What follows belongs to an exercise in optimizing a design on an open flow for small area, a short achievable clock period and few clock cycles per item; a production flow would make more cautious choices. Where RTL was checked, it was by simulation tests only, not by an equivalence proof against the original. Function not checked in runs 2 to 5: the RTL went through the layout flow alone. Power and IR drop assume default switching activity.

File: flow/standard.sh
#!/bin/bash
# synth_recipe.tcl (not shown) runs the flow's synth.tcl, then flattens the netlist and writes it again
# the make line also repeats each setting of config.mk as NAME=value (left out here)
make -C /OpenROAD-flow-scripts/flow DESIGN_CONFIG=/design/flow/config.mk WORK_HOME=/design/flow/orfs CLKGATE_MAP_FILE= SYNTH_SCRIPT=/design/flow/synth_recipe.tcl "${@:-finish}"
File: flow/constraint.sdc
create_clock -name core_clock -period 16.0 [get_ports {clk}]
set_input_delay 3.2000 -clock core_clock [delete_from_list [all_inputs] [get_ports {clk}]]
set_output_delay 3.2000 -clock core_clock [all_outputs]
set_load 0.01 [all_outputs]
File: flow/config.mk
export PLATFORM = sky130hd
export DESIGN_NAME = pn_eval
export DESIGN_NICKNAME = pn_eval
export VERILOG_FILES = /design/flow/design.v
export SDC_FILE = /design/flow/constraint.sdc
export NUM_CORES = 8
export LEC_CHECK = 0
export CAP_MARGIN = 20
export CORE_MARGIN = 2
export CORE_UTILIZATION = 66
export GPL_ROUTABILITY_DRIVEN = 0
export SETUP_SLACK_MARGIN = 1.0
export SLEW_MARGIN = 20
File: flow/design.v
package pn_eval_pkg;
  localparam logic [1:0] OP_ADD = 2'b00;
  localparam logic [1:0] OP_SUB = 2'b01;
  localparam logic [1:0] OP_MUL = 2'b10;
  localparam logic [1:0] OP_RSV = 2'b11;
endpackage
module pn_alu #(
  parameter int DW = 30
) (
  input  logic [DW-1:0] x,
  input  logic [DW-1:0] m,
  input  logic [5:0]    bd,    
  input  logic          zsel,
  input  logic [DW-1:0] z,
  input  logic          zc,
  output logic [DW-1:0] res
);
  logic [DW-1:0] pp0, pp1, row1, s, c, cv;
  logic [DW:0] sum;
  always_comb begin
    pp0 = (({DW{bd[0]}} & m) | ({DW{bd[1]}} & {m[DW-2:0], 1'b0})) ^ {DW{bd[2]}};
    pp1 = (({DW{bd[3]}} & m) | ({DW{bd[4]}} & {m[DW-2:0], 1'b0})) ^ {DW{bd[5]}};
    row1 = zsel ? z : {pp1[DW-3:0], bd[5], bd[5]};
    s = x ^ pp0 ^ row1;
    c = (x & pp0) | (x & row1) | (pp0 & row1);
    cv = {c[DW-2:0], bd[2]};
    sum = {s, 1'b1} + {cv, zsel ? zc : bd[5]};
    res = sum[DW:1];
  end
endmodule
module pn_booth (
  input  logic [4:0] w,
  output logic [5:0] bd
);
  always_comb begin
    bd[0] = w[1] ^ w[0];
    bd[1] = (w[2] & ~w[1] & ~w[0]) | (~w[2] & w[1] & w[0]);
    bd[2] = w[2];
    bd[3] = w[3] ^ w[2];
    bd[4] = (w[4] & ~w[3] & ~w[2]) | (~w[4] & w[3] & w[2]);
    bd[5] = w[4];
  end
endmodule
module pn_eval #(
  parameter int DATA_W = 3,
  parameter int OUT_W = 64,
  parameter int MAX_LEN = 20
) (
  input  logic              clk,
  input  logic              rst,
  input  logic              in_valid,
  input  logic [DATA_W-1:0] in,
  input  logic              operator,
  input  logic              mode,
  output logic              out_valid,
  output logic [OUT_W-1:0]  out,
  output logic              err
);
  localparam int VD = 9;    
  localparam int PD = 9;    
  localparam int BD = 8;    
  localparam int DW = 30;
  function automatic integer vw(input integer j);
    case (j)
      0: vw = 30;   
      1: vw = 24;
      2: vw = 21;
      3: vw = 18;
      4: vw = 16;
      5: vw = 13;
      6: vw = 10;
      7: vw = 7;
      default: vw = 4;
    endcase
  endfunction
  logic active_q, ended_q, ov_q, err_q, errA_q, errF_q, mode_q;
  logic [4:0] lvl_q, bud_q;
  logic [2:0] wp_q, rp_q;        
  logic [BD-1:0][3:0] buf_q;
  logic first, a_err, fe, a_md, up;
  logic [4:0] a_lvl, a_bud, n_lvl;
  logic [5:0] n_bud;
  assign first = in_valid & ~active_q;
  always_comb begin
    a_md = first ? mode : mode_q;
    a_lvl = first ? (a_md ? 5'd0 : 5'd1) : lvl_q;
    a_bud = first ? (a_md ? 5'd21 : 5'd19) : bud_q;
    a_err = first ? 1'b0 : errA_q;
    up = a_md ^ operator;
    n_lvl = up ? a_lvl + 5'd1 : a_lvl - 5'd1;
    n_bud = up ? {1'b0, a_bud} - 6'd2 : {1'b0, a_bud};
    if (operator && in[1:0] == pn_eval_pkg::OP_RSV) a_err = 1'b1;
    if (a_md ? operator && a_lvl < 5'd2 : a_lvl == 5'd0) a_err = 1'b1;
    if (n_bud[5]) a_err = 1'b1;
    fe = errA_q | (mode_q ? lvl_q != 5'd1 : lvl_q != 5'd0);
  end
  logic ctv_q, ct_op_q;
  logic [2:0] ct_v_q;
  logic [DW-1:0] r_q;
  logic rv_q;
  logic [VD-1:0][DW-1:0] v_q;    
  logic [PD-1:0] pv_q, pl_q;    
  logic [PD-1:0][1:0] po_q;
  logic pend_q, mb_q;
  logic [16:0] q_q;
  logic xt_q, xr_q, mt_q, wt_q, zs_q, zc_q;
  logic [5:0] bd_q;
  logic [DW-1:0] t, x, m, z, res;
  logic [5:0] bd_d;
  logic [DW-1:0] r_d;
  logic rv_d;
  logic [VD-1:0][DW-1:0] v_d;
  logic [PD-1:0] pv_d, pl_d;
  logic [PD-1:0][1:0] po_d;
  logic pend_d, mb_d, ctv_d, ct_op_d, mode_d;
  logic [2:0] ct_v_d;
  logic [16:0] q_d;
  logic xt_d, xr_d, mt_d, wt_d, zs_d, zc_d, t4_d;
  logic consume, load, avail, clr, fin_a, fin_b, fin_err;
  assign t = v_q[0];
  for (genvar i = 0; i < PD; i++) begin : g_pv
    assign pv_q[i] = po_q[i] != 2'b11;
    assign pv_d[i] = po_d[i] != 2'b11;
  end
  always_comb begin
    x = ({DW{xt_q}} & t) | ({DW{xr_q}} & r_q);
    m = mt_q ? t : r_q;
    z = {{(DW-3){zc_q}}, ct_v_q ^ {3{zc_q}}};
  end
  pn_alu #(.DW(DW)) u_alu (.x(x), .m(m), .bd(bd_q), .zsel(zs_q), .z(z), .zc(zc_q), .res(res));
  pn_booth u_bq (.w(q_d[4:0]), .bd(bq));
  pn_booth u_bt (.w({v_d[0][3:0], 1'b0}), .bd(bt));
  pn_booth u_br (.w({r_d[3:0], 1'b0}), .bd(br));
  logic a_step, a_tr, a_rv, a_fuse, a_ppush, a_fpush, a_lpush;
  logic [1:0] a_op;
  logic fz, sg, xt_p, mt_p, wt_p;
  logic [5:0] bq, bt, br, bm, bd_p, bpv;
  localparam logic [5:0] BD_ADD = 6'b000001;    
  localparam logic [5:0] BD_SUB = 6'b100101;    
  logic [2:0] rp_n;
  assign a_step = mb_q;
  assign a_tr = ~mb_q & (pend_q | (ctv_q & mode_q & ct_op_q));
  assign a_rv = ~mb_q & ~pend_q & ctv_q & ~mode_q & ~ct_op_q & pv_q[0] & pl_q[0];
  assign a_fuse = a_rv & pv_q[1] & pl_q[1] & ~po_q[1][1];
  assign a_ppush = ~mb_q & ~pend_q & ctv_q & mode_q & ~ct_op_q;
  assign a_fpush = ~mb_q & ~pend_q & ctv_q & ~mode_q & ct_op_q;
  assign a_lpush = ~mb_q & ~pend_q & ctv_q & ~mode_q & ~ct_op_q & ~(pv_q[0] & pl_q[0]);
  assign a_op = (~pend_q & mode_q) ? ct_v_q[1:0] : po_q[0];
  always_comb begin
    logic fr4, fq, swapq, single, mul;
    logic pop_v, push_v, land, land2, idle_next;
    mul = a_op == pn_eval_pkg::OP_MUL;
    fr4 = r_q[DW-1:3] == '0 || r_q[DW-1:3] == '1;
    single = wt_q | fr4;
    swapq = ((t[DW-1:7] == '0 || t[DW-1:7] == '1) && !(r_q[DW-1:7] == '0 || r_q[DW-1:7] == '1)) ||
            ((t[DW-1:11] == '0 || t[DW-1:11] == '1) && !(r_q[DW-1:11] == '0 || r_q[DW-1:11] == '1)) ||
            ((t[DW-1:15] == '0 || t[DW-1:15] == '1) && !(r_q[DW-1:15] == '0 || r_q[DW-1:15] == '1));
    fq = q_q[16:4] == '0 || q_q[16:4] == '1;
    r_d = r_q;
    rv_d = rv_q;
    v_d = v_q;
    pl_d = pl_q;
    po_d = po_q;
    pend_d = pend_q;
    mb_d = mb_q;
    q_d = q_q;
    consume = ctv_q & ~mb_q & ~pend_q;
    pop_v = 1'b0;
    push_v = 1'b0;
    land = 1'b0;
    land2 = 1'b0;
    if (a_step) begin
      r_d = res;
      v_d[0] = {t[DW-5:0], 4'b0};
      q_d = {{4{q_q[16]}}, q_q[16:4]};
      if (fq) begin
        mb_d = 1'b0;
        pop_v = 1'b1;
        if (!mode_q) land = 1'b1;
      end
    end
    if (a_tr) begin
      if (!mul || single) begin
        r_d = res;
        pop_v = 1'b1;
        if (pend_q) land = 1'b1;
      end else begin
        r_d = '0;
        mb_d = 1'b1;
        q_d = swapq ? {t[15:0], 1'b0} : {r_q[15:0], 1'b0};
        v_d[0] = swapq ? r_q : t;
      end
    end
    if (a_rv) begin
      r_d = res;
      if (a_fuse) begin
        land2 = 1'b1;
        pop_v = 1'b1;
      end else land = 1'b1;
    end
    if (a_ppush | a_lpush) begin
      push_v = rv_q & (mode_q | pv_q[0]);
      r_d = {{(DW-3){1'b0}}, ct_v_q};
      rv_d = 1'b1;
      if (!mode_q) pl_d[0] = 1'b1;
    end
    if (a_fpush) begin
      for (int i = PD - 1; i > 0; i--) begin
        pl_d[i] = pl_q[i-1];
        po_d[i] = po_q[i-1];
      end
      pl_d[0] = 1'b0;
      po_d[0] = ct_v_q[1:0];
    end
    if (pop_v) begin
      for (int i = 0; i < VD - 1; i++) begin
        v_d[i] = v_q[i+1];
      end
    end
    if (push_v) begin
      for (int i = VD - 1; i > 0; i--) begin
        v_d[i] = v_q[i-1];
      end
      v_d[0] = r_q;
    end
    if (land) begin
      for (int i = 0; i < PD - 1; i++) begin
        pl_d[i] = pl_q[i+1];
        po_d[i] = po_q[i+1];
      end
      po_d[PD-1] = 2'b11;
      pl_d[PD-1] = 1'b0;
      pend_d = pv_q[1] & pl_q[1];
      pl_d[0] = pv_q[1];
    end
    if (land2) begin
      for (int i = 0; i < PD - 2; i++) begin
        pl_d[i] = pl_q[i+2];
        po_d[i] = po_q[i+2];
      end
      po_d[PD-1] = 2'b11;
      pl_d[PD-1] = 1'b0;
      po_d[PD-2] = 2'b11;
      pl_d[PD-2] = 1'b0;
      pend_d = pv_q[2] & pl_q[2];
      pl_d[0] = pv_q[2];
    end
    avail = rp_q != wp_q || in_valid;
    load = (~ctv_q | consume) & avail;
    ctv_d = load | (ctv_q & ~consume);
    if (~ctv_q | consume) {ct_op_d, ct_v_d} = rp_q != wp_q ? buf_q[rp_q] : {operator, in};
    else {ct_op_d, ct_v_d} = {ct_op_q, ct_v_q};
    rp_n = rp_q + 3'(load);
    mode_d = first ? mode : mode_q;
    idle_next = ~(ctv_q & ~consume) & ~(rp_q != wp_q) & ~pend_d & ~mb_d;
    fin_a = active_q & ~ov_q & ~ended_q & ~fe & idle_next;   
    fin_b = active_q & ~ov_q & ended_q & ~errF_q & idle_next;
    fin_err = active_q & ~ov_q & ended_q & errF_q;
    if (fin_err) r_d = '0;
    clr = rst | ov_q;
    if (clr) begin
      ctv_d = 1'b0;
      mb_d = 1'b0;
      pend_d = 1'b0;
      po_d = '1;
      pl_d = '0;
      rv_d = 1'b0;
    end
    t4_d = v_d[0][DW-1:3] == '0 || v_d[0][DW-1:3] == '1;
    fz = pv_d[1] & pl_d[1] & ~po_d[1][1];    
    sg = fz & po_d[1][0];                     
    bm = t4_d ? bt : br;
    case (pend_d ? po_d[0] : ct_v_d[1:0])
      pn_eval_pkg::OP_MUL: {xt_p, mt_p, wt_p, bd_p} = {1'b0, ~t4_d, t4_d, bm};
      pn_eval_pkg::OP_SUB: {xt_p, mt_p, wt_p, bd_p} = {3'b100, BD_SUB};
      default: {xt_p, mt_p, wt_p, bd_p} = {3'b100, BD_ADD};
    endcase
    case ({sg, ct_v_d})
      4'b0000: bpv = 6'b000000;
      4'b0001: bpv = 6'b000001;
      4'b0010: bpv = 6'b001110;
      4'b0011: bpv = 6'b001101;
      4'b0100: bpv = 6'b001000;
      4'b0101: bpv = 6'b001001;
      4'b0110: bpv = 6'b010110;
      4'b0111: bpv = 6'b010101;
      4'b1000: bpv = 6'b000000;
      4'b1001: bpv = 6'b100101;
      4'b1010: bpv = 6'b100110;
      4'b1011: bpv = 6'b101001;
      4'b1100: bpv = 6'b101000;
      4'b1101: bpv = 6'b101101;
      4'b1110: bpv = 6'b101110;
      default: bpv = 6'b110001;
    endcase
    xr_d = mb_d;
    zs_d = 1'b0;
    zc_d = sg ^ po_d[0][0];
    if (mb_d) {xt_d, mt_d, wt_d, bd_d} = {3'b010, bq};
    else if (pend_d | mode_q) {xt_d, mt_d, wt_d, bd_d} = {xt_p, mt_p, wt_p, bd_p};
    else begin
      zs_d = po_d[0] != pn_eval_pkg::OP_MUL;
      {xt_d, mt_d, wt_d} = {fz, 2'b00};
      bd_d = po_d[0] == pn_eval_pkg::OP_MUL ? bpv : sg ? BD_SUB : BD_ADD;
    end
  end
  for (genvar j = 0; j < VD; j++) begin : g_v
    localparam int WJ = vw(j);
    logic [WJ-1:0] st_q;
    always_ff @(posedge clk) st_q <= v_d[j][WJ-1:0];
    assign v_q[j] = {{(DW-WJ){st_q[WJ-1]}}, st_q};
  end
  always_ff @(posedge clk) begin
    r_q <= r_d;
    q_q <= q_d;
    po_q <= po_d;
    {ct_op_q, ct_v_q} <= {ct_op_d, ct_v_d};
    mode_q <= mode_d;
    buf_q[wp_q] <= {operator, in};
    if (in_valid) begin
      lvl_q <= n_lvl;
      bud_q <= n_bud[4:0];
    end
    err_q <= fin_err;
    {xt_q, xr_q, mt_q, wt_q, zs_q, zc_q, bd_q} <= {xt_d, xr_d, mt_d, wt_d, zs_d, zc_d, bd_d};
    ctv_q <= ctv_d;
    mb_q <= mb_d;
    pend_q <= pend_d;
    pl_q <= pl_d;
    rv_q <= rv_d;
    if (clr) begin
      active_q <= 1'b0;
      ended_q <= 1'b0;
      ov_q <= 1'b0;
      errA_q <= 1'b0;
      errF_q <= 1'b0;
      wp_q <= '0;
      rp_q <= '0;
    end else begin
      active_q <= active_q | in_valid;
      if (active_q & ~ended_q & ~in_valid) begin
        ended_q <= 1'b1;
        errF_q <= fe;
      end
      ov_q <= (~in_valid & fin_a) | fin_b | fin_err;
      if (in_valid) errA_q <= a_err;
      wp_q <= wp_q + 3'(in_valid);
      rp_q <= rp_n;
    end
  end
  assign out_valid = ov_q;
  assign err = err_q;
  assign out = {{(OUT_W-DW){r_q[DW-1]}}, r_q};
endmodule
File: flow/flow/run.sh
#!/bin/bash
# The standard ORFS layout (standard.sh: the standard synthesis, floorplan, power grid, CTS
# and routing), with two changes in how it is made: the port buffers are buf_2 cells (the default
# choice is a slow delay buffer), and repair_timing keeps a larger setup margin than the 16 ns
# clock needs, so that it sizes and buffers the design for speed. Each step's full log stays in
# orfs/logs; make's output is in standard_flow.log.
set -euo pipefail
bash standard.sh "BUFFER_PORTS_ARGS=-buffer_cell sky130_fd_sc_hd__buf_2" SETUP_SLACK_MARGIN=11.4 finish > standard_flow.log 2>&1
==> flow_summary.ini, run 1 <==
[cts]
cts_htree_levels = 1
clk-insertion-delay-late_ps = 590
holdBufCountCts = 0
numClockSinks = 290
cts_buffers = 31
ctsLongestPathBuffers = 3
clk_pin_slew_ps = 60
cts_tree = built
ctsRootBufferMaster = clkbuf_16

[power_and_ir_drop]
intPower_uw = 2542
pwr-share-clk_pct = 16.0
vdd_ir_drop_max_mv = 0.1242
p_comb_share_pct = 55.6
power.switching_uw = 1944
p_leak_uw = 0.008691
p_seq_share_pct = 28.4
switching_share_pct = 43.33
cellPowerDensity_nw_per_um2 = 217.1

[sta]
fmax_mhz = 218.3
min_period_over_period_pct = 28.63
clock_skew_ps = 16.97
setup_viol = 0
hold_viol = 0
tightest_slew_ps = 837.6
drv_slew = 0
grt_setup_unrepaired = yes
post-route-min-period_ps = 4581
finalWorstSetupSlack_ps = 11420
fin_setup_tns_ps = 0
relSlewSlack_pct = 44.04

[drt]
viasPerCell = 6.419
route.vias.total = 15640
drtPass1Iterations = 9
wl_per_cell_um = 20.07
detail-route-antenna-nets = 0
wl_um = 48920
dr.first_iter.drc_count = 1387
drc_errors = 0

[floorplanning]
start_util_pct = 67.21
dieArea_um2 = 28870
rows = 60
core_um2 = 27030
die_h_um = 169.9
die_width_um = 169.9
pin_count = 74

[layout]
layout-drive-gt1-share_pct = 18.75
nets = 2161
multiInputGateArea_um2 = 10750
area_growth_pct = 13.73
antenna_cells = 0
nFillCells = 1932
ff_latch_area_um2 = 7096

[synth]
synth_edf_count = 124
synth.cell_area_um2 = 18160
yosysSeqAreaShare_pct = 38.79
ys_warn_count = 3
yosysTopAreaCell = edfxtp_1
avgSynthCellArea_um2 = 8.809
synth_common_cells = nand2_1 (443), dfxtp_1 (166), nor2_1 (152)
synth_seq_cells = 290
synth.most_common_cell = nand2_1
yosysUniqueCellTypes = 80
async_reset_ff_share_pct = 0
synth_top_cell_area_share_pct = 20.50
postSynthCellCount = 2062
netlist_top_cells_area = edfxtp_1 (20%), dfxtp_1 (18%), nand2_1 (9.2%)
synth_flop_cell = dfxtp_1

[critical_path]
crit_buf_inv = 1
worstPathRequired_ps = 12800
cp-start-kind = flop
arrival_ps = 1380
regToRegStartpoint = bd_q[4]
slowest_stage = dfxtp_1
path_delay_family = flip-flops
startpoint = r_q[9]
crit_fanout = 8
path_cells = buf_2
crit_type = reg2out
end_kind = output pin
slowest_delay_ps = 580

[worst_hold_path]
hold_path_class = reg2reg
worstHoldStart = g_v[7].st_q[0]

[status]
outcome = finished clean

[grt]
track_usage_pct = 32.31
grt.overflow.total = 0
grt_max_degree = 112
grt_pass1_vias = 14150
grt_pass1_wl_um = 75130
antenna_found_initial = 0

[place]
dp_hpwl_um = 31490
place.port_buffers = 73
dp_slack_ps = 10340

[flow_run]
drv_cap = 0
[worst register-to-register path: stages, from the launching register on]
cell,delay [ps]
dfxtp_2,780
a22oi_1,230
xor2_1,190
nor2_1,100
nor2_1,60
fa_1,490
inv_1,40
ha_1,320
or2_2,350
a21oi_4,200
nor2_2,60
o211ai_1,230
o2111ai_1,140
o211ai_1,190
o31ai_2,150
or4_4,460
a31oi_4,180
xnor2_1,80
a22o_1,190
[routing by layer]
metal  share of wire, %  wire length [µm]  GRT usage [%]
met1                 43             21070          46.11
met2                 45             21820          50.59
met3                9.4              4579          5.907
met4                3.0              1450          9.179
met5                  0                 0              0
[power groups by stage]
stage	combinational (µW)	clock, µW	sequential [µW]
after floorplan	1700	0	1100
after global placement	1970	0	1250
after detailed placement	2010	0	1260
after CTS	2180	723	1250
after global routing	2740	752	1290
final	2490	716	1280
[cells in the final DEF (no fill, tap or decap), types with 30 or more instances in the layout]
cell type / count
ha_1: 39
nand2_1: 436
xor2_1: 62
xnor2_1: 44
edfxtp_1: 124
clkbuf_16: 31
o21ai_0: 40
dfxtp_2: 30
dfxtp_1: 133
nor2_1: 148
a22o_1: 42
a21oi_1: 67
mux2i_1: 61
buf_2: 72
a22oi_1: 86
inv_1: 82
buf_4: 56
[path summary, 6_finish.rpt]
check | to | slack (ps) | depth (start not counted)
worst min-delay path | g_v[8].st_q[0] | 460 | 0
worst min register to register | g_v[8].st_q[0] | 460 | 0
worst max-delay path | out[9] | 11420 | 1
worst max register to register | r_q[28] | 11440 | 18
[cell families after synthesis]
family,share of synthesized area (%)
muxes,6.895
buffers and inverters,6.358
adders and majority gates,6.929
DFF,38.79
xor gates and xnor gates,5.207
AOI/OAI and AO/OA,16.92
and+or+nand+nor,18.90
[stage by stage]
| stage | util [%] | total power (µW) | cell area, µm² | hold slack (ps) | cells |
|---|---|---|---|---|---|
| 4_1_cts | 73.62 | 4147 | 19900 | 461.8 | 2399 |
| 6_report | 76.44 | 4485 | 20660 | 458.0 | 2437 |
| 2_1_floorplan | - | 2796 | 18420 | 426.2 | 2062 |
| 3_5_place_dp | 68.33 | 3270 | 18470 | 444.0 | 2327 |
| 5_1_grt | 76.44 | 4777 | 20660 | 474.3 | 2437 |
| 3_3_place_gp | 68.33 | 3218 | 18470 | 441.8 | 2327 |
[layout make-up]
class / count / area share, %
flip-flops and latches: 290 / 34.34
clock buffers: 48 / 4.451
well taps: 341 / 2.065
repair buffers: 139 / 4.845
clock inverters: 10 / 0.4966
inverters: 92 / 1.762
multi-input cells: 1517 / 52.03
[sequential cells by signal, summed over array words and instances (netlist names), 5 cells and up]
register	count
bd_q	6
buf_q	32
g_v.st_q	143
lvl_q	5
pl_q	9
po_q	18
q_q	17
r_q	30
[repair_timing]
| item | CTS | global route |
|---|---|---|
| setup buffers | 10 | 34 |
| gates cloned | 4 | 3 |
| resized for setup | 63 | 107 |
| pin swaps | 20 | 42 |
| setup endpoints to repair | 65 | 58 |
Testbench counts, summed over its fixed seeds: cycles 4,812, items 384.
==> run 2, diff against run 1 <==
--- a/flow/design.v
+++ b/flow/design.v
@@ -24,9 +24,18 @@
     s = x ^ pp0 ^ row1;
     c = (x & pp0) | (x & row1) | (pp0 & row1);
     cv = {c[DW-2:0], bd[2]};
-    sum = {s, 1'b1} + {cv, zsel ? zc : bd[5]};
-    res = sum[DW:1];
   end
+  pn_add #(.W(DW + 1)) u_add (.a({s, 1'b1}), .b({cv, zsel ? zc : bd[5]}), .y(sum));
+  assign res = sum[DW:1];
+endmodule
+module pn_add #(
+  parameter int W = 31
+) (
+  input  logic [W-1:0] a,
+  input  logic [W-1:0] b,
+  output logic [W-1:0] y
+);
+  assign y = a + b;
 endmodule
 module pn_booth (
   input  logic [4:0] w,
--- a/flow/config.mk
+++ b/flow/config.mk
@@ -7,7 +7,7 @@
 export LEC_CHECK = 0
 export CAP_MARGIN = 20
 export CORE_MARGIN = 2
-export CORE_UTILIZATION = 66
-export GPL_ROUTABILITY_DRIVEN = 0
+export CORE_UTILIZATION = 60
 export SETUP_SLACK_MARGIN = 1.0
 export SLEW_MARGIN = 20
+export SYNTH_HIERARCHICAL = 1
==> run 2 against run 1 <==
Effect of this change:
- still clean
- sequential share of layout area down 0.60 points
- clock skew up 3.9 ps
- clock power up 7.8%
- final cell count up 4.7%
- count of clock-buffer cells in the layout down 3
- register-to-register slack better by 90 ps
- wire length up 13%
- die area up 15%
- critical endpoint is now bd_q[2]
==> flow_summary.ini, run 2 <==
[cts]
clk-insertion-delay-late_ps = 520
ctsLongestPathBuffers = 3
holdBufCountCts = 0
cts_tree = built
cts_htree_levels = 2
cts_buffers = 34
ctsRootBufferMaster = clkbuf_16
clk_pin_slew_ps = 60
numClockSinks = 290

[drt]
drtPass1Iterations = 6
viasPerCell = 6.483
route.vias.total = 16540
dr.first_iter.drc_count = 1450
drc_errors = 0
wl_per_cell_um = 21.74
detail-route-antenna-nets = 0
wl_um = 55460

[power_and_ir_drop]
vdd_ir_drop_max_mv = 0.1185
cellPowerDensity_nw_per_um2 = 236.6
p_leak_uw = 0.008546

[synth]
ys_warn_count = 9
netlist_top_cells_area = edfxtp_1 (19%), dfxtp_1 (17%), nand2_1 (9.0%)
synth_top_cell_area_share_pct = 19.46
synth_edf_count = 124
synth_flop_cell = dfxtp_1
yosysSeqAreaShare_pct = 36.83
yosysTopAreaCell = edfxtp_1
yosysUniqueCellTypes = 100
synth_seq_cells = 290
synth_common_cells = nand2_1 (458), dfxtp_1 (166), nor2_1 (128)
synth.cell_area_um2 = 19130
postSynthCellCount = 2141
avgSynthCellArea_um2 = 8.937
synth.most_common_cell = nand2_1
async_reset_ff_share_pct = 0

[layout]
mostFrequentLayoutCell = nand2_1
nFillCells = 2567
top_register = g_v.st_q
nets = 2212
final_area_um2 = 20930
largest_reg_flops = 143
layout-drive-gt1-share_pct = 16.33
antenna_cells = 0
largestRegisters = g_v.st_q (143), buf_q (32), r_q (30)
area_growth_pct = 9.371
final_cell_mix = nand2_1 (455), dfxtp_1 (160), edfxtp_1 (124)

[sta]
post-route-min-period_ps = 4622
min_period_over_period_pct = 28.89
fin_setup_tns_ps = 0
drv_slew = 0
hold_viol = 0
holdWs_ps = 441.8
relSlewSlack_pct = 31.96
clock_skew_ps = 20.91
fmax_mhz = 216.4
setup_viol = 0
tightest_slew_ps = 1021
grt_setup_unrepaired = yes

[grt]
grt_util_met3_pct = 5.049
busiest_layer = met2
grt_max_degree = 95
grt_pass1_vias = 15640
grt_util_met2_pct = 54.39
grt_pass1_wl_um = 86860
grt.overflow.total = 0
antenna_found_initial = 0
met1_usage_pct = 41.68
track_usage_pct = 32.66

[critical_path]
crit_fanout = 4
crit_type = in2reg
cp-start-kind = input port
worstPathRequired_ps = 16460
arrival_ps = 5080
end_kind = flop

[place]
postPlaceCellArea_um2 = 19310
place.gp.congestion = 0.9159
dp_hpwl_um = 37260
place.port_buffers = 73

[floorplanning]
rows = 65
die_h_um = 182.6
dieArea_um2 = 33330
core_um2 = 31470
die_width_um = 182.6
start_util_pct = 60.79
pin_count = 74

[flow_run]
drv_cap = 0

[worst_hold_path]
hold_path_class = reg2reg

[status]
outcome = finished clean
[run 2: worst paths after layout]
path / start / endpoint / slack [ps] / cells past startpoint
setup / recovery: rst / bd_q[2] / 11380 / 10
hold reg to reg: g_v[7].st_q[3] / g_v[8].st_q[3] / 440 / 0
setup reg to reg: mb_q / wt_q / 11530 / 13
hold / removal: g_v[7].st_q[3] / g_v[8].st_q[3] / 440 / 0
[run 2: report_power, final]
group          internal, µW  total [µW]  switching, µW  leakage (µW)
combinational          1150        2850           1710       0.00549
sequential             1020        1330            309       0.00251
clock                   457         772            315      0.000540
total                  2620        4950           2330       0.00855
[run 2: through the flow]
step | utilization [%] | std cells | power (µW) | setup slack (ps)
global route | 66.49 | 2551 | 5288 | 11340
floorplan | - | 2146 | 3399 | 10920
finish | 66.49 | 2551 | 4951 | 11380
global placement | 61.36 | 2456 | 4000 | 10300
CTS | 65.71 | 2538 | 4853 | 11410
detailed placement | 61.36 | 2456 | 4026 | 10250
[run 2: cells by family (layout without fill, tap and decap cells)]
family	after synthesis	count (layout)	share of synthesized area, %
DFF	290	290	36.83
adders and majority gates	80	80	6.448
xor gates and xnor gates	108	108	4.944
other	2	7	0.03925
and+or+nand+nor	811	813	18.95
muxes	128	128	7.540
AOI/OAI and AO/OA	494	495	18.94
buffers and inverters	228	228	6.304
[run 2: worst max-delay path, stage by stage]
cell and delay, ps:
buf_6 100, or2_4 280, a21oi_4 150, nand2_2 80, o22a_1 280, ha_4 270, nor2_4 90, o21ai_2 70
or4_1 470, nand3_1 80
[run 2: modules after synthesis, one instance, submodules excluded, excerpt]
module	cell area, µm²	cells
pn_booth	67.56	10
pn_eval	14940	1599
[run 2: final cells by class]
type	instances	area [µm²]	area share (%)
sequential	290	7062	33.75
multi-input combinational	1631	11240	53.70
timing repair inverter	2	21.27	0.1016
clock buffer	45	963.4	4.604
tap	402	503.0	2.404
timing repair buffer	125	815.8	3.898
inverter	40	181.4	0.8670
clock inverter	16	141.4	0.6756
[run 2: per-layer routing]
| layer | vias to the layer above | wire length (µm) |
|---|---|---|
| li1 | 7689 | - |
| met3 | 167 | 4153 |
| met2 | 760 | 26430 |
| met5 | - | 0 |
| met1 | 7923 | 22370 |
| met4 | 0 | 2497 |
[run 2: timing repair]
item,CTS,global route
resized for setup,27,36
setup buffers,17,10
setup endpoints to repair,52,27
endpoints found under the hold margin,0,0
gates cloned,4,3
pin swaps,9,12
==> run 3, diff against run 2 <==
--- a/flow/design.v
+++ b/flow/design.v
@@ -24,18 +24,9 @@
     s = x ^ pp0 ^ row1;
     c = (x & pp0) | (x & row1) | (pp0 & row1);
     cv = {c[DW-2:0], bd[2]};
+    sum = {s, 1'b1} + {cv, zsel ? zc : bd[5]};
+    res = sum[DW:1];
   end
-  pn_add #(.W(DW + 1)) u_add (.a({s, 1'b1}), .b({cv, zsel ? zc : bd[5]}), .y(sum));
-  assign res = sum[DW:1];
-endmodule
-module pn_add #(
-  parameter int W = 31
-) (
-  input  logic [W-1:0] a,
-  input  logic [W-1:0] b,
-  output logic [W-1:0] y
-);
-  assign y = a + b;
 endmodule
 module pn_booth (
   input  logic [4:0] w,
@@ -106,7 +97,6 @@
   logic ctv_q, ct_op_q;
   logic [2:0] ct_v_q;
   logic [DW-1:0] r_q;
-  logic rv_q;
   logic [VD-1:0][DW-1:0] v_q;    
   logic [PD-1:0] pv_q, pl_q;    
   logic [PD-1:0][1:0] po_q;
@@ -117,7 +107,6 @@
   logic [DW-1:0] t, x, m, z, res;
   logic [5:0] bd_d;
   logic [DW-1:0] r_d;
-  logic rv_d;
   logic [VD-1:0][DW-1:0] v_d;
   logic [PD-1:0] pv_d, pl_d;
   logic [PD-1:0][1:0] po_d;
@@ -161,12 +150,9 @@
     mul = a_op == pn_eval_pkg::OP_MUL;
     fr4 = r_q[DW-1:3] == '0 || r_q[DW-1:3] == '1;
     single = wt_q | fr4;
-    swapq = ((t[DW-1:7] == '0 || t[DW-1:7] == '1) && !(r_q[DW-1:7] == '0 || r_q[DW-1:7] == '1)) ||
-            ((t[DW-1:11] == '0 || t[DW-1:11] == '1) && !(r_q[DW-1:11] == '0 || r_q[DW-1:11] == '1)) ||
-            ((t[DW-1:15] == '0 || t[DW-1:15] == '1) && !(r_q[DW-1:15] == '0 || r_q[DW-1:15] == '1));
+    swapq = !(r_q[DW-1:15] == '0 || r_q[DW-1:15] == '1);
     fq = q_q[16:4] == '0 || q_q[16:4] == '1;
     r_d = r_q;
-    rv_d = rv_q;
     v_d = v_q;
     pl_d = pl_q;
     po_d = po_q;
@@ -208,9 +194,8 @@
       end else land = 1'b1;
     end
     if (a_ppush | a_lpush) begin
-      push_v = rv_q & (mode_q | pv_q[0]);
+      push_v = mode_q | pv_q[0];
       r_d = {{(DW-3){1'b0}}, ct_v_q};
-      rv_d = 1'b1;
       if (!mode_q) pl_d[0] = 1'b1;
     end
     if (a_fpush) begin
@@ -266,17 +251,8 @@
     fin_b = active_q & ~ov_q & ended_q & ~errF_q & idle_next;
     fin_err = active_q & ~ov_q & ended_q & errF_q;
     if (fin_err) r_d = '0;
-    clr = rst | ov_q;
-    if (clr) begin
-      ctv_d = 1'b0;
-      mb_d = 1'b0;
-      pend_d = 1'b0;
-      po_d = '1;
-      pl_d = '0;
-      rv_d = 1'b0;
-    end
     t4_d = v_d[0][DW-1:3] == '0 || v_d[0][DW-1:3] == '1;
-    fz = pv_d[1] & pl_d[1] & ~po_d[1][1];    
+    fz = po_d[1] != 2'b11 & pl_d[1] & ~po_d[1][1];    
     sg = fz & po_d[1][0];                     
     bm = t4_d ? bt : br;
     case (pend_d ? po_d[0] : ct_v_d[1:0])
@@ -312,6 +288,14 @@
       {xt_d, mt_d, wt_d} = {fz, 2'b00};
       bd_d = po_d[0] == pn_eval_pkg::OP_MUL ? bpv : sg ? BD_SUB : BD_ADD;
     end
+    clr = rst | ov_q;
+    if (clr) begin
+      ctv_d = 1'b0;
+      mb_d = 1'b0;
+      pend_d = 1'b0;
+      po_d = '1;
+      pl_d = '0;
+    end
   end
   for (genvar j = 0; j < VD; j++) begin : g_v
     localparam int WJ = vw(j);
@@ -336,7 +320,6 @@
     mb_q <= mb_d;
     pend_q <= pend_d;
     pl_q <= pl_d;
-    rv_q <= rv_d;
     if (clr) begin
       active_q <= 1'b0;
       ended_q <= 1'b0;
--- a/flow/config.mk
+++ b/flow/config.mk
@@ -8,6 +8,7 @@
 export CAP_MARGIN = 20
 export CORE_MARGIN = 2
 export CORE_UTILIZATION = 60
+export CTS_CLUSTER_DIAMETER = 80
+export CTS_CLUSTER_SIZE = 30
 export SETUP_SLACK_MARGIN = 1.0
 export SLEW_MARGIN = 20
-export SYNTH_HIERARCHICAL = 1
==> run 3 against run 2 <==
Effect of this change:
- sequential power up 3%
- synthesized area is 2.7% lower
- still clean on timing, DRC and antenna
- critical path type is now reg2reg
- via count down 2.2%
- sequential cell count unchanged
- utilization increased by 0.81 points
- first-iteration DRC count up 26%
- clock skew rose by 12 ps
- non-clock buffer count increased by 5
- die area fell by 2.7%
==> flow_summary.ini, run 3 <==
[status]
outcome = finished clean

[critical_path]
path_cells = buf_12, mux2_4, a22oi_2, xor2_1, nor2_1, nor2_1, fa_1, inv_2, ha_4, a21o_1, a21o_1, a221oi_2, o22ai_2, a2111oi_4, o21ai_2, nand2_2, o31ai_4, or4_1, a31oi_1, xor2_1, o21ai_1
startpoint = mt_q
r2r_slack_ps = 11280
end_kind = flop
worstPathRequired_ps = 16390
cp-start-kind = flop
crit_fanout = 7
arrival_ps = 5100
slowest_delay_ps = 450
slowest_stage = fa_1
regToRegStartpoint = mt_q
crit_type = reg2reg

[sta]
setup_viol = 0
drv_slew = 0
min_period_over_period_pct = 29.48
finalWorstSetupSlack_ps = 11280
fmax_mhz = 212.0
fin_setup_tns_ps = 0
hold_viol = 0
grt_setup_unrepaired = yes
tightest_slew_ps = 1017
clock_skew_ps = 32.71
post-route-min-period_ps = 4716
relSlewSlack_pct = 32.14

[cts]
cts_buffers = 19
ctsRootBufferMaster = clkbuf_16
clk-insertion-delay-late_ps = 550
cts_htree_levels = 1
cts_tree = built
ctsLongestPathBuffers = 3
clk_pin_slew_ps = 110
holdBufCountCts = 0
numClockSinks = 290

[place]
dp_hpwl_um = 35690
dp_slack_ps = 10480
place.gp.congestion = 0.9294
place.port_buffers = 73
postPlaceCellArea_um2 = 18880

[floorplanning]
rows = 64
dieArea_um2 = 32450
pin_count = 74
die_width_um = 180.1
die_h_um = 180.1
core_um2 = 30590
start_util_pct = 60.84

[grt]
grt_pass1_vias = 15320
antenna_found_initial = 0
grt_max_degree = 99
track_usage_pct = 31.00
grt.overflow.total = 0
grt_pass1_wl_um = 82840

[synth]
yosysUniqueCellTypes = 104
synth.most_common_cell = nand2_1
ys_warn_count = 3
avgSynthCellArea_um2 = 8.730
synth_top_cell_area_share_pct = 20.01
synth.cell_area_um2 = 18610
synth_flop_cell = dfxtp_1
synth_edf_count = 124
netlist_top_cells_area = edfxtp_1 (20%), dfxtp_1 (18%), nand2_1 (8.9%)
synth_seq_cells = 290
synth_common_cells = nand2_1 (443), dfxtp_1 (166), nor2_1 (156)
yosysTopAreaCell = edfxtp_1
async_reset_ff_share_pct = 0
postSynthCellCount = 2132
yosysSeqAreaShare_pct = 37.86

[worst_hold_path]
worstHoldStart = buf_q[10]
hold_path_class = reg2reg

[layout]
largestRegisters = g_v.st_q (143), buf_q (32), r_q (30)
layout-drive-gt1-share_pct = 17.15
area_growth_pct = 10.61
antenna_cells = 0
final_cell_mix = nand2_1 (439), nor2_1 (153), dfxtp_1 (137)
top_register = g_v.st_q
nFillCells = 2488
ff_latch_area_um2 = 7096
nets = 2201
largest_reg_flops = 143
multiInputGateArea_um2 = 10980
mostFrequentLayoutCell = nand2_1
final_area_um2 = 20590

[drt]
drtPass1Iterations = 6
route.vias.total = 16180
drc_errors = 0
wl_per_cell_um = 20.61
wl_um = 51910
dr.first_iter.drc_count = 1826
detail-route-antenna-nets = 0
viasPerCell = 6.424

[power_and_ir_drop]
total_power_uw = 4749
cellPowerDensity_nw_per_um2 = 230.7
p_leak_uw = 0.008417
vdd_ir_drop_max_mv = 0.1431

[flow_run]
drv_cap = 0
==> run 3: changes by cell type in the layout (fill, tap and decap cells not counted), moves of 21 or more <==
cell / before / now
inv_1: 36 / 85
mux2i_1: 71 / 26
nor2_1: 121 / 153
xnor2_1: 60 / 30
xor2_1: 47 / 74
o21ai_1: 31 / 6
a22o_1: 47 / 23
dfxtp_1: 160 / 137
mux2_2: 49 / 27
dfxtp_2: 3 / 24
==> run 3: power by group <==
part           switching [µW]  internal (µW)  total [µW]
clock                     320            251         571
combinational            1580           1230        2800
sequential                321           1050        1370
total                    2220           2530        4750
==> run 3: critical path, delay by kind of cell (launching register included) <==
kind | cells | cell delay (ps)
AO/OA/AOI/OAI | 10 | 1890
XOR/XNOR | 2 | 350
adder cells (fa/ha/maj) | 2 | 650
buffers and inverters | 2 | 210
flip-flops | 1 | 400
multiplexers | 1 | 320
AND/OR/NAND/NOR | 4 | 720
==> run 3: cell families after synthesis <==
| kind of cell | count (synthesis) | synth area share, % |
|---|---|---|
| and+or+nand+nor | 818 | 19.69 |
| AOI/OAI and AO/OA | 504 | 19.91 |
| DFF | 290 | 37.86 |
| buffers and inverters | 266 | 6.474 |
| xor gates and xnor gates | 105 | 4.941 |
| adders and majority gates | 82 | 6.763 |
| muxes | 67 | 4.363 |
==> run 3: stage by stage <==
step,utilization (%),instances,hold WS (ps)
floorplan,-,2132,419.8
global placement,61.72,2447,431.5
detailed placement,61.73,2447,444.6
CTS,65.39,2498,462.8
global route,67.30,2519,485.7
finish,67.30,2519,457.9
==> run 3: repair_timing <==
item / CTS / global route
pin swaps: 11 / 40
cloned: 1 / 1
setup buffers: 17 / 20
setup endpoints to repair: 72 / 66
endpoints found under the hold margin: 0 / 0
gates resized for setup: 67 / 88
==> run 3: final timing paths <==
check                   end  cells past startpoint
hold / removal    buf_q[10]                      2
setup / recovery    r_q[26]                     21
setup reg to reg    r_q[26]                     21
hold reg to reg   buf_q[10]                      2
==> run 3: layer usage <==
metal | part of all wire, % | GRT usage, % | vias up | routed length, µm
met5 | 0 | 0 | - | 0
met4 | 3.9 | 11.13 | 0 | 2048
met3 | 6.7 | 3.901 | 146 | 3485
met2 | 46 | 50.39 | 677 | 24110
met1 | 43 | 42.83 | 7843 | 22280
li1 | - | - | 7515 | -
==> run 3: layout make-up <==
class / count / share of cell area [%]
Clock buffer: 22 / 2.364
Clock inverter: 11 / 1.130
Inverter: 94 / 1.799
Multi-Input combinational cell: 1576 / 53.35
Sequential cell: 290 / 34.47
Tap cell: 396 / 2.407
Timing Repair Buffer: 130 / 4.486
==> run 4, diff against run 3 <==
--- a/flow/design.v
+++ b/flow/design.v
@@ -97,6 +97,7 @@
   logic ctv_q, ct_op_q;
   logic [2:0] ct_v_q;
   logic [DW-1:0] r_q;
+  logic rv_q;
   logic [VD-1:0][DW-1:0] v_q;    
   logic [PD-1:0] pv_q, pl_q;    
   logic [PD-1:0][1:0] po_q;
@@ -107,6 +108,7 @@
   logic [DW-1:0] t, x, m, z, res;
   logic [5:0] bd_d;
   logic [DW-1:0] r_d;
+  logic rv_d;
   logic [VD-1:0][DW-1:0] v_d;
   logic [PD-1:0] pv_d, pl_d;
   logic [PD-1:0][1:0] po_d;
@@ -150,9 +152,12 @@
     mul = a_op == pn_eval_pkg::OP_MUL;
     fr4 = r_q[DW-1:3] == '0 || r_q[DW-1:3] == '1;
     single = wt_q | fr4;
-    swapq = !(r_q[DW-1:15] == '0 || r_q[DW-1:15] == '1);
+    swapq = ((t[DW-1:7] == '0 || t[DW-1:7] == '1) && !(r_q[DW-1:7] == '0 || r_q[DW-1:7] == '1)) ||
+            ((t[DW-1:11] == '0 || t[DW-1:11] == '1) && !(r_q[DW-1:11] == '0 || r_q[DW-1:11] == '1)) ||
+            ((t[DW-1:15] == '0 || t[DW-1:15] == '1) && !(r_q[DW-1:15] == '0 || r_q[DW-1:15] == '1));
     fq = q_q[16:4] == '0 || q_q[16:4] == '1;
     r_d = r_q;
+    rv_d = rv_q;
     v_d = v_q;
     pl_d = pl_q;
     po_d = po_q;
@@ -194,8 +199,9 @@
       end else land = 1'b1;
     end
     if (a_ppush | a_lpush) begin
-      push_v = mode_q | pv_q[0];
+      push_v = rv_q & (mode_q | pv_q[0]);
       r_d = {{(DW-3){1'b0}}, ct_v_q};
+      rv_d = 1'b1;
       if (!mode_q) pl_d[0] = 1'b1;
     end
     if (a_fpush) begin
@@ -218,14 +224,22 @@
       v_d[0] = r_q;
     end
     if (land) begin
-      for (int i = 0; i < PD - 1; i++) begin
-        pl_d[i] = pl_q[i+1];
-        po_d[i] = po_q[i+1];
+      if ((mb_q | pend_q) & pv_q[1] & ~pl_q[1] & ctv_q & ct_op_q & ~mode_q) begin
+        po_d[0] = ct_v_q[1:0];
+        pl_d[0] = 1'b0;
+        pl_d[1] = 1'b1;
+        pend_d = 1'b0;
+        consume = 1'b1;
+      end else begin
+        for (int i = 0; i < PD - 1; i++) begin
+          pl_d[i] = pl_q[i+1];
+          po_d[i] = po_q[i+1];
+        end
+        po_d[PD-1] = 2'b11;
+        pl_d[PD-1] = 1'b0;
+        pend_d = pv_q[1] & pl_q[1];
+        pl_d[0] = pv_q[1];
       end
-      po_d[PD-1] = 2'b11;
-      pl_d[PD-1] = 1'b0;
-      pend_d = pv_q[1] & pl_q[1];
-      pl_d[0] = pv_q[1];
     end
     if (land2) begin
       for (int i = 0; i < PD - 2; i++) begin
@@ -251,8 +265,17 @@
     fin_b = active_q & ~ov_q & ended_q & ~errF_q & idle_next;
     fin_err = active_q & ~ov_q & ended_q & errF_q;
     if (fin_err) r_d = '0;
+    clr = rst | ov_q;
+    if (clr) begin
+      ctv_d = 1'b0;
+      mb_d = 1'b0;
+      pend_d = 1'b0;
+      po_d = '1;
+      pl_d = '0;
+      rv_d = 1'b0;
+    end
     t4_d = v_d[0][DW-1:3] == '0 || v_d[0][DW-1:3] == '1;
-    fz = po_d[1] != 2'b11 & pl_d[1] & ~po_d[1][1];    
+    fz = pv_d[1] & pl_d[1] & ~po_d[1][1];    
     sg = fz & po_d[1][0];                     
     bm = t4_d ? bt : br;
     case (pend_d ? po_d[0] : ct_v_d[1:0])
@@ -288,14 +311,6 @@
       {xt_d, mt_d, wt_d} = {fz, 2'b00};
       bd_d = po_d[0] == pn_eval_pkg::OP_MUL ? bpv : sg ? BD_SUB : BD_ADD;
     end
-    clr = rst | ov_q;
-    if (clr) begin
-      ctv_d = 1'b0;
-      mb_d = 1'b0;
-      pend_d = 1'b0;
-      po_d = '1;
-      pl_d = '0;
-    end
   end
   for (genvar j = 0; j < VD; j++) begin : g_v
     localparam int WJ = vw(j);
@@ -320,6 +335,7 @@
     mb_q <= mb_d;
     pend_q <= pend_d;
     pl_q <= pl_d;
+    rv_q <= rv_d;
     if (clr) begin
       active_q <= 1'b0;
       ended_q <= 1'b0;
--- a/flow/config.mk
+++ b/flow/config.mk
@@ -8,7 +8,5 @@
 export CAP_MARGIN = 20
 export CORE_MARGIN = 2
 export CORE_UTILIZATION = 60
-export CTS_CLUSTER_DIAMETER = 80
-export CTS_CLUSTER_SIZE = 30
 export SETUP_SLACK_MARGIN = 1.0
 export SLEW_MARGIN = 20
==> run 4 against run 3 <==
Effect of this change:
- sequential cell count unchanged
- sequential share of layout area down 0.90 points
- non-clock buffer count up 9
- combinational power down 3%
- maximum frequency up 1.7%
- largest cell class unchanged
==> flow_summary.ini, run 4 <==
[status]
outcome = finished clean

[synth]
synth_common_cells = nand2_1 (415), dfxtp_1 (166), nor2_1 (160)
async_reset_ff_share_pct = 0
synth_flop_cell = dfxtp_1
yosysTopAreaCell = edfxtp_1
synth_edf_count = 124
synth_compound_area_share_pct = 18.61
synth_top_cell_area_share_pct = 19.89
avgSynthCellArea_um2 = 8.663
synth.most_common_cell = nand2_1
synth_fa_ha_area_share_pct = 6.523
netlist_top_cells_area = edfxtp_1 (20%), dfxtp_1 (18%), nand2_1 (8.3%)
ys_warn_count = 3
synth_mux_area_share_pct = 6.663
synthSimpleGateAreaFrac_pct = 18.79
synth_seq_cells = 290
synth_top_family_by_area = simple AND/OR/NAND/NOR gates
yosysSeqAreaShare_pct = 37.64
synth.cell_area_um2 = 18720
postSynthCellCount = 2161
yosys.area_share.xor_xnor_pct = 4.959
yosysUniqueCellTypes = 85

[power_and_ir_drop]
p_comb_share_pct = 57.0
switching_share_pct = 44.75
p_seq_share_pct = 27.0
intPower_uw = 2645
pwr-share-clk_pct = 16.0
cellPowerDensity_nw_per_um2 = 227.1
power.switching_uw = 2143
vdd_ir_drop_max_mv = 0.1191
p_leak_uw = 0.008764

[place]
place.port_buffers = 73
dp_hpwl_um = 34680
place.gp.congestion = 0.9431
postPlaceCellArea_um2 = 19160
dp_slack_ps = 10070

[critical_path]
crit_buf_inv = 2
worstSetupEndpoint = r_q[28]
end_kind = flop
cp-start-kind = flop
path_delay_family = compound AO/OA/AOI/OAI gates
regToRegStartpoint = mt_q
r2r_slack_ps = 11360
crit_type = reg2reg
worstPathRequired_ps = 16420
regToRegEndpoint = r_q[28]
cp.depth = 20
slowest_delay_ps = 490
arrival_ps = 5060
path_cells = buf_12, mux2_2, a22oi_1, xor2_1, nor2_1, nor2_1, fa_1, inv_1, ha_1, nor2b_4, a2111oi_4, o31ai_4, o311ai_2, nand3_1, a311oi_2, o21bai_1, a31o_2, a21oi_2, xor2_1, o21ai_1
r2r_cells = 20
startpoint = mt_q
slowest_stage = fa_1
crit_fanout = 5

[grt]
busiest_layer = met2
grt_pass1_vias = 15240
grt_max_degree = 93
met1_usage_pct = 45.41
track_usage_pct = 31.37
grt_pass1_wl_um = 83380
grt_util_met3_pct = 4.911
grt.overflow.total = 0
grt_util_met2_pct = 47.98
antenna_found_initial = 0

[cts]
clk-insertion-delay-late_ps = 540
ctsLongestPathBuffers = 3
ctsRootBufferMaster = clkbuf_16
cts_htree_levels = 2
clk_pin_slew_ps = 60
holdBufCountCts = 0
cts_buffers = 34
numClockSinks = 290
cts_tree = built

[layout]
final_area_um2 = 21090
top_register = g_v.st_q
nets = 2247
antenna_cells = 0
largestRegisters = g_v.st_q (143), buf_q (32), r_q (30)
final_cell_mix = nand2_1 (414), nor2_1 (155), dfxtp_1 (144)
largest_reg_flops = 143
area_growth_pct = 12.63
fin_util_pct = 68.75
mostFrequentLayoutCell = nand2_1
layout-drive-gt1-share_pct = 16.12

[sta]
post-route-min-period_ps = 4638
relSlewSlack_pct = 37.13
holdWs_ps = 455.0
tightest_slew_ps = 943.1
min_period_over_period_pct = 28.99
hold_viol = 0
fmax_mhz = 215.6
drv_slew = 0
grt_setup_unrepaired = yes
finalWorstSetupSlack_ps = 11360
clock_skew_ps = 30.93
fin_setup_tns_ps = 0
setup_viol = 0

[drt]
detail-route-antenna-nets = 0
wl_um = 52740
wl_per_cell_um = 20.45
route.vias.total = 16220
dr.first_iter.drc_count = 1847
drc_errors = 0
drtPass1Iterations = 8
viasPerCell = 6.288

[floorplanning]
rows = 64
pin_count = 74
start_util_pct = 61.04
dieArea_um2 = 32630
die_h_um = 180.6
core_um2 = 30670
die_width_um = 180.6

[flow_run]
drv_cap = 0

[worst_hold_path]
hold_path_class = reg2reg
run 4: timing repair:
| item | CTS | global route |
|---|---|---|
| gates resized for setup | 48 | 53 |
| setup endpoints to repair | 28 | 26 |
| gates cloned | 7 | 2 |
| buffers inserted | 16 | 21 |
| pin swaps | 17 | 34 |
run 4: cell type report:
class	count	area (µm²)
clock buffer	46	905.9
inverter	115	456.7
clock inverter	13	181.4
fill	2507	9583
multi-input combinational	1580	10930
tap	396	495.5
sequential	290	7079
timing repair buffer	139	1039
run 4: worst min path at each step:
| stage | from | to | slack, ps | depth (start not counted) |
|---|---|---|---|---|
| 2_1_floorplan | buf_q[6] | buf_q[6] | 420 | 2 |
| 3_3_place_gp | buf_q[6] | buf_q[6] | 430 | 2 |
| 3_5_place_dp | buf_q[6] | buf_q[6] | 440 | 2 |
| 4_1_cts | buf_q[6] | buf_q[6] | 450 | 2 |
| 5_1_grt | g_v[7].st_q[1] | g_v[8].st_q[1] | 460 | 0 |
| 6_report | g_v[7].st_q[2] | g_v[8].st_q[2] | 460 | 0 |
run 4: kinds of logic after synthesis:
family,after synthesis
simple gates,790
compound gates,490
buf+inv,296
flops,290
mux,110
xor+xnor,106
fa+ha+maj,79
run 4: power groups by stage:
stage / sequential, µW / combinational (µW) / clock, µW
CTS: 1270 / 2570 / 776
global route: 1310 / 3010 / 806
floorplan: 1130 / 2010 / 0
detailed placement: 1280 / 2410 / 0
global placement: 1270 / 2380 / 0
finish: 1290 / 2730 / 767
run 4: metal layers:
| metal | wire (µm) | up-vias |
|---|---|---|
| met5 | 0 | - |
| met4 | 1536 | 0 |
| met3 | 4161 | 126 |
| met2 | 23350 | 712 |
| met1 | 23690 | 7725 |
| li1 | - | 7653 |
run 4: stage by stage:
stage,cells,total power [µW]
after floorplan,2161,3137
after global placement,2474,3657
after detailed placement,2474,3687
after CTS,2556,4612
after global routing,2579,5121
final,2579,4788
==> run 5, diff against run 4 <==
--- a/flow/config.mk
+++ b/flow/config.mk
@@ -8,5 +8,6 @@
 export CAP_MARGIN = 20
 export CORE_MARGIN = 2
 export CORE_UTILIZATION = 60
+export GPL_ROUTABILITY_DRIVEN = 0
 export SETUP_SLACK_MARGIN = 1.0
 export SLEW_MARGIN = 20
==> run 5 against run 4 <==
Effect of this change:
- still clean
- total power decreased by 1.6%
- clock skew is 22 ps lower
- global-route usage decreased by 1.3 points
- register-to-register slack lost 110 ps
- critical path depth up 1
- synthesized cell count did not move
- first-iteration DRC count fell by 7.1%
- sequential cell count unchanged
- final cell count fell by 0.50%
- non-clock buffer count down 12
- hold slack gained 2.3 ps
- worst setup slack got worse by 110 ps
- highest routed layer unchanged
==> flow_summary.ini, run 5 <==
[floorplanning]
die_h_um = 180.6
start_util_pct = 61.04
rows = 64
die_width_um = 180.6
core_um2 = 30670
pin_count = 74
dieArea_um2 = 32630

[cts]
holdBufCountCts = 0
clk_pin_slew_ps = 60
cts_htree_levels = 1
ctsLongestPathBuffers = 3
clk-insertion-delay-late_ps = 590
numClockSinks = 290
cts_buffers = 31
cts_tree = built
ctsRootBufferMaster = clkbuf_16

[power_and_ir_drop]
power.switching_uw = 2123
pwr-share-clk_pct = 15.3
p_seq_share_pct = 28.0
cellPowerDensity_nw_per_um2 = 224.4
p_leak_uw = 0.008722
switching_share_pct = 45.04
intPower_uw = 2591
p_comb_share_pct = 56.8
vdd_ir_drop_max_mv = 0.1157

[critical_path]
slowest_stage = fa_1
worstPathRequired_ps = 16470
r2r_cells = 21
r2r_slack_ps = 11250
crit_fanout = 5
cp-start-kind = flop
regToRegEndpoint = r_q[28]
arrival_ps = 5210
crit_type = reg2reg
slowest_delay_ps = 450
end_kind = flop
path_cells = buf_12, mux2_4, a22oi_2, xor2_1, nor2_1, nor2_1, fa_1, inv_2, ha_4, a21oi_4, nor2b_4, a2111oi_4, o31ai_4, o311ai_2, nand3_1, a311oi_2, o21bai_1, a31o_2, a21oi_2, xor2_1, o21ai_1
regToRegStartpoint = mt_q

[flow_run]
drv_cap = 0

[sta]
relSlewSlack_pct = 45.28
hold_viol = 0
post-route-min-period_ps = 4746
fin_setup_tns_ps = 0
drv_slew = 0
min_period_over_period_pct = 29.66
clock_skew_ps = 8.843
setup_viol = 0
fmax_mhz = 210.7
grt_setup_unrepaired = yes
tightest_slew_ps = 820.8
finalWorstSetupSlack_ps = 11250

[layout]
layout-drive-gt1-share_pct = 16.41
largestRegisters = g_v.st_q (143), buf_q (32), r_q (30)
final_cell_mix = nand2_1 (413), nor2_1 (155), dfxtp_1 (135)
fin_cells = 2566
mostFrequentLayoutCell = nand2_1
largest_reg_flops = 143
fin_util_pct = 68.49
area_growth_pct = 12.20
nets = 2231
final_area_um2 = 21010
top_register = g_v.st_q

[place]
place_inst = 2471
dp_hpwl_um = 33990
dp_slack_ps = 9860
place.port_buffers = 73
postPlaceCellArea_um2 = 19160

[synth]
synth_top_cell_area_share_pct = 19.89
avgSynthCellArea_um2 = 8.663
synth.cell_area_um2 = 18720
yosysSeqAreaShare_pct = 37.64
synth_seq_cells = 290
synth_common_cells = nand2_1 (415), dfxtp_1 (166), nor2_1 (160)
yosysUniqueCellTypes = 85
synth.most_common_cell = nand2_1
netlist_top_cells_area = edfxtp_1 (20%), dfxtp_1 (18%), nand2_1 (8.3%)
synth_edf_count = 124
synth_flop_cell = dfxtp_1
async_reset_ff_share_pct = 0
ys_warn_count = 3
postSynthCellCount = 2161
yosysTopAreaCell = edfxtp_1

[drt]
viasPerCell = 6.320
wl_um = 51710
drtPass1Iterations = 8
dr.first_iter.drc_count = 1715
wl_per_cell_um = 20.15
detail-route-antenna-nets = 0
route.vias.total = 16220
drc_errors = 0

[worst_hold_path]
worstHoldStart = buf_q[6]
hold_path_class = reg2reg
holdPathEnd = buf_q[6]
hold_depth = 2

[grt]
grt_pass1_vias = 15040
grt.overflow.total = 0
grt_max_degree = 82
antenna_found_initial = 0
track_usage_pct = 30.09
grt_pass1_wl_um = 80640

[status]
outcome = finished clean
==> run 5: cell counts after synthesis <==
No cell type changed its count.
==> run 5: cells by family (layout without fill, tap and decap cells) <==
| kind of cell | Yosys count | in the layout | share of synthesized area [%] |
|---|---|---|---|
| AND/OR/NAND/NOR | 790 | 792 | 18.79 |
| AO/OA/AOI/OAI | 490 | 492 | 18.61 |
| buffers and inverters | 296 | 300 | 6.810 |
| flip-flops | 290 | 290 | 37.64 |
| multiplexers | 110 | 110 | 6.663 |
| XOR/XNOR | 106 | 106 | 4.959 |
| adder cells (fa/ha/maj) | 79 | 79 | 6.523 |
| other | 0 | 1 | 0 |
==> run 5: critical path: cells and delay by family, from the launching register on <==
kind,cells,cell delay (ps)
AOI/OAI and AO/OA,10,2220
DFF,1,380
muxes,1,330
adders and majority gates,2,660
buffers and inverters,2,210
and+or+nand+nor,4,470
xor gates and xnor gates,2,360
==> run 5: how the worst max path moves through the flow <==
stage	slack [ps]	depth (start not counted)	end	start
floorplan	11080	10	lvl_q[4]	in_valid
CTS	11280	15	bd_q[1]	r_q[28]
global placement	10000	15	bd_q[3]	xr_q
global route	11140	21	r_q[28]	mt_q
detailed placement	9860	15	bd_q[3]	xr_q
finish	11250	21	r_q[28]	mt_q
==> run 5: final cells by class <==
class,count,area [µm²]
Multi-Input combinational cell,1579,10950
Fill cell,2554,9664
Sequential cell,290,7101
Timing Repair Buffer,127,984.7
Clock buffer,46,882.1
Tap cell,396,495.5
Inverter,115,465.4
Clock inverter,12,121.4
Antenna cell,1,2.502
==> run 5: per-layer routing <==
layer | track usage, % | part of all wire, % | vias up
li1 | - | - | 7613
met1 | 43.50 | 45 | 7743
met2 | 46.60 | 44 | 744
met3 | 4.628 | 7.9 | 118
met4 | 9.194 | 3.0 | 0
met5 | 0 | 0 | -
==> run 5: stage by stage <==
step | hold slack [ps] | power [µW]
finish | 457.3 | 4714
global route | 462.7 | 5024
CTS | 457.3 | 4527
detailed placement | 439.9 | 3676
global placement | 432.7 | 3637
floorplan | 420.3 | 3137
==> run 5: timing repair <==
item,CTS,global route
pin swaps,14,32
gates resized for setup,58,71
setup endpoints to repair,74,20
setup buffers,13,15
cloned,4,4
==> run 5: power by group through the flow <==
stage          Sequential [µW]  Clock [µW]  Combinational, µW
6_report                  1320         719               2680
5_1_grt                   1330         755               2940
4_1_cts                   1290         729               2510
3_5_place_dp              1300           0               2380
3_3_place_gp              1290           0               2350
2_1_floorplan             1130           0               2010

==> separate check: timing with driven ports <==
In the flow no input, the clock included, has a driving cell. The finished layouts below were timed again as built, in two steps.
Step 1 (the two cells are an assumption about what drives the block):
set clk [get_ports {clk}]
set_driving_cell -lib_cell sky130_fd_sc_hd__clkbuf_16 $clk
set_driving_cell -lib_cell sky130_fd_sc_hd__buf_2 [delete_from_list [all_inputs] $clk]
Step 2 also shifts input and output timing later by t, the mid clock arrival at the registers, as if the neighbouring blocks saw the same clock.
Three values: no drivers, after step 1, after step 2; two values: the first two.
run	shift t [ns]	slack for setup (ns)	hold slack, ns
run 1	0.633	11.419 / 11.365 / 10.802	0.458 / 0.458 / 0.458
run 2	0.562	11.378 / 11.380 / 10.834	0.442 / 0.442 / 0.442
run 3	0.583	11.284 / 11.284 / 10.939	0.458 / 0.458 / 0.458
run 4	0.583	11.362 / 11.355 / 10.860	0.455 / 0.455 / 0.455
run 5	0.638	11.254 / 11.254 / 10.824	0.457 / 0.457 / 0.457
After both steps setup and hold are still met in every run listed. For run 1, which loses most, drivers alone change the setup slack by -0.054 ns; drivers and shift together by -0.617 ns.
